What follows belongs to an exercise in optimizing a design on an open flow for small area; a production flow would make more cautious choices.
Power and IR drop assume default switching activity. No driver is modelled on the clock port, so clocking that relies on it looks cheaper here than on a real chip.

==> job 6609: inputs <==
==> flow/design.v <==
`timescale 1ns/100ps
`default_nettype none
package cpu_isa_pkg;
	localparam int xlen     = 32;
	localparam int imm_w    = 16;  
	localparam int target_w = 26;  
	typedef logic [xlen-1:0] word_t;
	typedef logic [4:0]      reg_addr_t;
	typedef logic [5:0]      opcode_t;
	typedef logic [5:0]      funct_t;
	localparam opcode_t op_special = 6'h00;
	localparam opcode_t op_j       = 6'h02;
	localparam opcode_t op_jal     = 6'h03;
	localparam opcode_t op_beq     = 6'h04;
	localparam opcode_t op_bne     = 6'h05;
	localparam opcode_t op_addiu   = 6'h09;
	localparam opcode_t op_slti    = 6'h0a;
	localparam opcode_t op_sltiu   = 6'h0b;
	localparam opcode_t op_andi    = 6'h0c;
	localparam opcode_t op_ori     = 6'h0d;
	localparam opcode_t op_xori    = 6'h0e;
	localparam opcode_t op_lui     = 6'h0f;
	localparam opcode_t op_lw      = 6'h23;
	localparam opcode_t op_sw      = 6'h2b;
	localparam funct_t fn_jr   = 6'h08;
	localparam funct_t fn_jalr = 6'h09;
	localparam funct_t fn_addu = 6'h21;
	localparam funct_t fn_subu = 6'h23;
	localparam funct_t fn_and  = 6'h24;
	localparam funct_t fn_or   = 6'h25;
	localparam funct_t fn_xor  = 6'h26;
	localparam funct_t fn_nor  = 6'h27;
	localparam funct_t fn_slt  = 6'h2a;
	localparam funct_t fn_sltu = 6'h2b;
	typedef enum logic [2:0] {
		alu_add, alu_sub, alu_and, alu_or, alu_xor, alu_nor, alu_slt, alu_sltu
	} alu_op_t;
	localparam reg_addr_t link_reg = 5'd31;  
	localparam word_t     reset_pc = 32'h0000_0000;
	localparam word_t     pc_step  = 32'd4;
endpackage
`default_nettype wire
`timescale 1ns/100ps
`default_nettype none
package cpu_bus_pkg;
	typedef enum logic [8:0] {
		st_init  = 9'b0_0000_0001,
		st_if    = 9'b0_0000_0010,
		st_iw    = 9'b0_0000_0100,
		st_id    = 9'b0_0000_1000,
		st_ex    = 9'b0_0001_0000,
		st_store = 9'b0_0010_0000,
		st_load  = 9'b0_0100_0000,
		st_rdw   = 9'b0_1000_0000,
		st_wb    = 9'b1_0000_0000
	} cpu_state_t;
	typedef struct packed {
		logic [31:0] addr;
		logic [31:0] wdata;
		logic [3:0]         wstrb;
		logic               read;
		logic               write;
	} mem_req_t;
	typedef struct packed {
		logic                   wen;
		logic [4:0] waddr;
		logic [31:0]     wdata;
		logic [31:0]     pc;
	} retire_t;
	typedef struct packed {
		logic [2:0] alu_op;
		logic use_imm;    
		logic zero_ext;   
		logic is_lui;
		logic is_load;
		logic is_store;
		logic is_branch;
		logic branch_ne;  
		logic is_jump;
		logic jump_reg;   
		logic link;
		logic writes_rd;
		logic writes_rt;
	} ctrl_t;
endpackage
`default_nettype wire
`timescale 1ns/100ps
`default_nettype none
module cpu_core (
	input  logic                  clk,
	input  logic                  rst,
	output cpu_isa_pkg::word_t    pc,
	output logic                  inst_req_valid,
	input  logic                  inst_req_ready,
	input  cpu_isa_pkg::word_t    instruction,
	input  logic                  inst_valid,
	output logic                  inst_ready,
	output cpu_bus_pkg::mem_req_t mem_req,
	input  logic                  mem_req_ready,
	input  cpu_isa_pkg::word_t    read_data,
	input  logic                  read_data_valid,
	output logic                  read_data_ready,
	output cpu_bus_pkg::retire_t  retire
);
	localparam logic [3:0] S_INIT  = 4'd0;
	localparam logic [3:0] S_F0    = 4'd1;   
	localparam logic [3:0] S_WRC   = 4'd2;   
	localparam logic [3:0] S_WRN   = 4'd3;   
	localparam logic [3:0] S_WRA   = 4'd4;   
	localparam logic [3:0] S_F1    = 4'd5;   
	localparam logic [3:0] S_CWAIT = 4'd6;   
	localparam logic [3:0] S_COPY  = 4'd7;   
	localparam logic [3:0] S_IWAIT = 4'd8;   
	localparam logic [3:0] S_EXEC  = 4'd9;
	localparam logic [3:0] S_FIXN  = 4'd10;  
	localparam logic [3:0] S_MREQ  = 4'd11;  
	localparam logic [3:0] S_NWAIT = 4'd12;  
	localparam logic [3:0] S_NPC   = 4'd13;  
	localparam logic [3:0] S_LWAIT = 4'd14;  
	logic [3:0]  state, state_n;
	logic [4:0]  cnt;
	logic [31:0] P, N, D;
	logic        c1, c2, ne, d1, d2, ld_pend, vld1;
	wire first = (cnt == 5'd0);
	wire last  = (cnt == 5'd31);
	wire [5:0] op  = instruction[31:26];
	wire [5:0] fn  = instruction[5:0];
	wire [4:0] rs  = instruction[25:21];
	wire [4:0] rt  = instruction[20:16];
	wire [4:0] rd  = instruction[15:11];
	wire op_sp   = (op == 6'h00);
	wire f_jr    = op_sp && (fn == 6'h08);
	wire f_jalr  = op_sp && (fn == 6'h09);
	wire f_alu   = op_sp && (fn[5:4] == 2'b10) && ((~fn[3] & (fn[2] | fn[0])) | (fn[3] & ~fn[2] & fn[1]));
	wire i_jal   = (op == 6'h03);
	wire i_beq   = (op == 6'h04);
	wire i_bne   = (op == 6'h05);
	wire i_imm   = (op[5:3] == 3'b001) & (op[2:0] != 3'b000);  
	wire i_lui   = (op == 6'h0f);
	wire i_lw    = (op == 6'h23);
	wire i_sw    = (op == 6'h2b);
	wire is_br   = i_beq | i_bne;
	wire is_jimm = (op[5:1] == 5'b00001);                      
	wire is_jreg = f_jr | f_jalr;
	wire link    = i_jal | f_jalr;
	wire writes  = f_alu | f_jalr | i_imm | i_lw | i_jal;
	wire [4:0] dest = op_sp ? rd : (i_jal ? 5'd31 : rt);
	wire       nat     = op_sp | (op[5:3] == 3'b001);
	wire [2:0] k       = op_sp ? fn[2:0] : op[2:0];
	wire       op_sub  = nat & ~k[2] & k[1];                   
	wire       op_lt   = op_sub & (~op_sp | fn[3]);            
	wire       op_ltu  = k[0];
	wire       op_log  = nat & k[2];                           
	wire       zext    = ~op_sp;                               
	wire st_init  = (state == S_INIT);
	wire st_f0    = (state == S_F0);
	wire st_wrc   = (state == S_WRC);
	wire st_wrn   = (state == S_WRN);
	wire st_wra   = (state == S_WRA);
	wire st_f1    = (state == S_F1);
	wire st_cwait = (state == S_CWAIT);
	wire st_copy  = (state == S_COPY);
	wire st_iwait = (state == S_IWAIT);
	wire st_fixn  = (state == S_FIXN);
	wire st_mreq  = (state == S_MREQ);
	wire st_nwait = (state == S_NWAIT);
	wire st_npc   = (state == S_NPC);
	wire st_lwait = (state == S_LWAIT);
	wire exec     = (state == S_EXEC) | (st_iwait & first & inst_valid);
	wire wr_pass  = st_f0 | st_wrc | st_wrn | st_wra;
	wire copy_en  = (st_f0 & inst_req_ready) | st_wrc | (st_f1 & inst_req_ready & first) | st_copy;
	wire npc_en   = (st_mreq & mem_req_ready & first) | (st_nwait & first) | st_npc;
	wire ld_pass  = (st_npc | st_lwait) & ld_pend;    
	wire ld_got   = ld_pass & last & vld1;            
	logic [31:0] heads;
	wire         wen = wr_pass & inst_valid & writes;
	assign heads[0] = 1'b0;
	genvar gi;
	generate
		for (gi = 1; gi < 32; gi++) begin : g_reg
			logic [31:0] r;
			always_ff @(posedge clk)
				r <= {(wen && (dest == gi)) ? D[0] : r[0], r[31:1]};
			assign heads[gi] = r[0];
		end
	endgenerate
	wire a_rs = heads[rs];
	wire b_rt = heads[rt];
	wire ibit  = instruction[{cnt[4] & is_jimm, cnt[3:0]}];
	wire imm_s = cnt[4] ? (~(op_log & zext) & instruction[15]) : ibit;  
	wire lui_s = cnt[4] & ibit;                              
	wire raw   = is_jimm ? ibit : imm_s;
	wire dly   = (cnt[4:1] != 4'd0) & d2;                    
	wire lbit  = read_data[cnt];
	wire cin2 = (cnt == 5'd2) | ((cnt > 5'd2) & c2);
	wire p4   = P[0] ^ cin2;
	logic alu_a, alu_b;
	always_comb begin
		if (is_br | link)
			alu_a = p4;
		else if (i_lui)
			alu_a = 1'b0;
		else
			alu_a = a_rs;
		if (is_br)
			alu_b = dly;
		else if (link)
			alu_b = (cnt == 5'd2);
		else if (i_lui)
			alu_b = lui_s;
		else if (op_sp)
			alu_b = b_rt;
		else
			alu_b = imm_s;
	end
	wire bx   = alu_b ^ op_sub;
	wire cin1 = first ? op_sub : c1;
	wire sum  = alu_a ^ bx ^ cin1;
	wire cout = (alu_a & bx) | (alu_a & cin1) | (bx & cin1);
	wire lt   = op_ltu ? ~cout : ((alu_a ^ alu_b) ? alu_a : sum);
	logic res;
	always_comb begin
		if (op_log)
			case (k[1:0])
				2'b00:   res = alu_a & alu_b;
				2'b01:   res = alu_a | alu_b;
				2'b10:   res = alu_a ^ alu_b;
				default: res = (alu_a | alu_b) ^ op_sp;  
			endcase
		else
			res = ~op_lt & sum;
	end
	wire ne_all = (~first & ne) | (a_rs ^ b_rt);
	wire taken  = i_bne ? ne_all : ~ne_all;
	always_comb begin
		state_n = state;
		case (state)
			S_INIT:  if (last) state_n = S_F1;
			S_F0:    state_n = inst_req_ready ? S_WRC : S_WRN;
			S_WRC:   if (last) state_n = S_IWAIT;
			S_WRN:   if (inst_req_ready) state_n = last ? S_COPY : S_WRA;
			         else if (last) state_n = S_F1;
			S_WRA:   if (last) state_n = S_COPY;
			S_F1:    if (inst_req_ready) state_n = (first | last) ? S_COPY : S_CWAIT;
			S_CWAIT: if (last) state_n = S_COPY;
			S_COPY:  if (last) state_n = S_IWAIT;
			S_IWAIT: if (first & inst_valid) state_n = S_EXEC;
			S_EXEC:  if (last) state_n = (i_lw | i_sw) ? S_MREQ : ((is_br & ~taken) ? S_FIXN : S_F0);
			S_FIXN:  if (last) state_n = S_F0;
			S_MREQ:  if (mem_req_ready) state_n = first ? S_NPC : S_NWAIT;
			S_NWAIT: if (first) state_n = S_NPC;
			S_NPC, S_LWAIT: if (last) state_n = (ld_pend & ~vld1) ? S_LWAIT : S_F0;
			default: state_n = S_INIT;
		endcase
	end
	always_ff @(posedge clk) begin
		if (rst) begin
			state   <= S_INIT;
			cnt     <= 5'd0;
			ld_pend <= 1'b0;
		end else begin
			state   <= state_n;
			cnt     <= cnt + 5'd1;
			if (st_mreq & mem_req_ready & i_lw)
				ld_pend <= 1'b1;
			else if (ld_got)
				ld_pend <= 1'b0;
		end
	end
	logic n_in, d_in;
	always_comb begin
		if (st_init)
			n_in = 1'b0;
		else if (st_fixn)
			n_in = D[0];
		else if (exec & (i_lw | i_sw | is_br))
			n_in = sum;
		else if (exec & is_jimm)
			n_in = (cnt[4:2] == 3'b111) ? p4 : dly;
		else if (exec & is_jreg)
			n_in = a_rs;
		else
			n_in = p4;
		if (~exec)
			d_in = lbit;
		else if (i_sw)
			d_in = b_rt;
		else if (is_br)
			d_in = p4;
		else
			d_in = res;
	end
	wire n_sh = st_init | exec | st_fixn | npc_en | copy_en;
	wire d_sh = exec | st_fixn | wr_pass | (ld_pass & ~first);
	always_ff @(posedge clk) begin
		c1   <= cout;
		c2   <= P[0] & cin2;
		ne   <= ne_all;
		d1   <= raw;
		d2   <= d1;
		if (cnt == 5'd1)
			vld1 <= read_data_valid;
		P  <= {copy_en ? N[0] : P[0], P[31:1]};
		if (n_sh)
			N <= {n_in, N[31:1]};
		if (d_sh) begin
			D <= {d_in, D[31:1]};
			if (exec & last & op_lt)
				D[0] <= lt;
			else if (ld_pass & last)
				D[0] <= read_data[0];
		end
	end
	wire mem_write = st_mreq & i_sw;
	wire mem_read  = st_mreq & i_lw;
	assign pc              = N;
	assign inst_req_valid  = st_f0 | st_wrn | st_f1;
	assign inst_ready      = (st_wrc | st_wrn | st_wra) & last;
	assign read_data_ready = ld_got;
	assign mem_req = {{N[31:2], 2'b00}, D, mem_write ? 4'b1111 : 4'b0000, mem_read, mem_write};
	assign retire  = {st_f0 & inst_valid & writes, dest, D, P};
endmodule
`default_nettype wire
==> flow/flow/run.sh <==
#!/bin/bash
# The standard layout (standard.sh) with layout-only changes:
#  - synthesis maps logic with an area-oriented ABC script (flow/synth.tcl);
#    registers, flattening and renaming are as in synth_recipe.tcl
#  - port buffers are sky130_fd_sc_hd__buf_1
#  - CTS without dummy loads and with larger sink clusters
# The make output goes to standard_flow.log; ORFS keeps each step's log in orfs/logs.
set -euo pipefail
here=$(pwd)
export MY_ABC_SCRIPT="$here/flow/abc_area.script"
export BUFFER_PORTS_ARGS="-buffer_cell sky130_fd_sc_hd__buf_1"
export CTS_ARGS="-sink_clustering_enable -repair_clock_nets -dont_use_dummy_load -sink_clustering_size 30 -sink_clustering_max_diameter 100"
sed "s#SYNTH_SCRIPT=[^ ]*#SYNTH_SCRIPT=$here/flow/synth.tcl #" standard.sh > own_standard.sh
grep -q "SYNTH_SCRIPT=$here/flow/synth.tcl" own_standard.sh
bash own_standard.sh > standard_flow.log 2>&1
==> flow/flow/abc_area.script <==
strash
dch
amap
strash
dch
amap
topo
==> flow/flow/synth.tcl <==
# The standard flow's synthesis script (synth_recipe.tcl) with one change: abc maps with
# flow/abc_area.script (area-oriented amap) instead of ORFS's speed script.
proc synth {args} { yosys synth -nofsm -noshare {*}$args }
proc abc {args} {
  set i [lsearch -exact $args -script]
  if {$i >= 0} { lset args [expr {$i + 1}] $::env(MY_ABC_SCRIPT) }
  yosys abc {*}$args
}
source $::env(SCRIPTS_DIR)/synth.tcl
# left out here: clear keep_hierarchy, flatten, clean up, hide names made inside functions, write 1_2_yosys.v
==> flow/standard.sh <==
#!/bin/bash
# synth_recipe.tcl (not shown) runs the flow's synth.tcl, then flattens the netlist and writes it again
# the make line also repeats each setting of config.mk as NAME=value (left out here)
make -C /OpenROAD-flow-scripts/flow DESIGN_CONFIG=/design/flow/config.mk WORK_HOME=/design/flow/orfs CLKGATE_MAP_FILE= SYNTH_SCRIPT=/design/flow/synth_recipe.tcl "${@:-finish}"
==> flow/config.mk <==
export PLATFORM = sky130hd
export DESIGN_NAME = cpu_core
export DESIGN_NICKNAME = cpu_core
export VERILOG_FILES = /design/flow/design.v
export SDC_FILE = /design/flow/constraint.sdc
export NUM_CORES = 4
export LEC_CHECK = 0
export CAP_MARGIN = 20
export CORE_MARGIN = 2
export CORE_UTILIZATION = 65
export PLACE_DENSITY = 0.75
export SLEW_MARGIN = 20
==> flow/constraint.sdc <==
create_clock -name core_clock -period 10.0 [get_ports {clk}]
set_input_delay 2.0000 -clock core_clock [delete_from_list [all_inputs] [get_ports {clk}]]
set_output_delay 2.0000 -clock core_clock [all_outputs]
set_load 0.01 [all_outputs]
==> inputs of job 3849, as changes to job 6609 <==
==> flow/flow/run.sh (replaced) <==
#!/bin/bash
# Standard ORFS layout (the standard.sh), with two layout-only changes:
#  - port buffers are sky130_fd_sc_hd__buf_1 instead of the flow's default pick
#  - CTS without dummy loads and with larger sink clusters
set -euo pipefail
export BUFFER_PORTS_ARGS="-buffer_cell sky130_fd_sc_hd__buf_1"
export CTS_ARGS="-sink_clustering_enable -repair_clock_nets -dont_use_dummy_load -sink_clustering_size 35 -sink_clustering_max_diameter 100"
bash standard.sh > standard_flow.log 2>&1
removed: flow/flow/abc_area.script
removed: flow/flow/synth.tcl
==> comparison <==
Combinational power: job 6609 is lower than job 3849 (about 80%). Between job 6609 and job 3849, the lower fmax is in job 6609 (gap 20%, measured against job 3849). In job 6609 the global-route usage is higher than in job 3849, by 5.0 points. In sequential cell count, job 6609 and job 3849 do not differ.
Function was not checked in any run of this note: the RTL went through the layout flow alone.

port drivers added, routing unchanged:
How much do the figures lean on ideal ports? The routed layouts below were timed once more, with nothing changed but the port constraints.
Step 1: set_driving_cell puts a clkbuf_16 on clk and a buf_2 on each other input, an assumption about the parent block.
Step 2 also shifts input and output timing later by t, the mid clock arrival at the registers, as if the neighbouring blocks saw the same clock.
Three values: ideal ports, drivers, drivers and shift; two values: the first two.
run	t (ns)	setup slack, ns	worst setup path after step 2	latest minus earliest clock arrival (ns)	worst data-port slew with drivers (ns)
job 6609	0.629	2.619 / 2.593 / 2.593	input to output	0.071 / 0.071	0.10
job 3849	0.611	4.095 / 4.053 / 3.959	input to register	0.092 / 0.092	0.13
After both steps every run listed still meets setup and hold. For job 3849, which loses most, drivers alone change the setup slack by -0.042 ns; drivers and shift together by -0.136 ns.
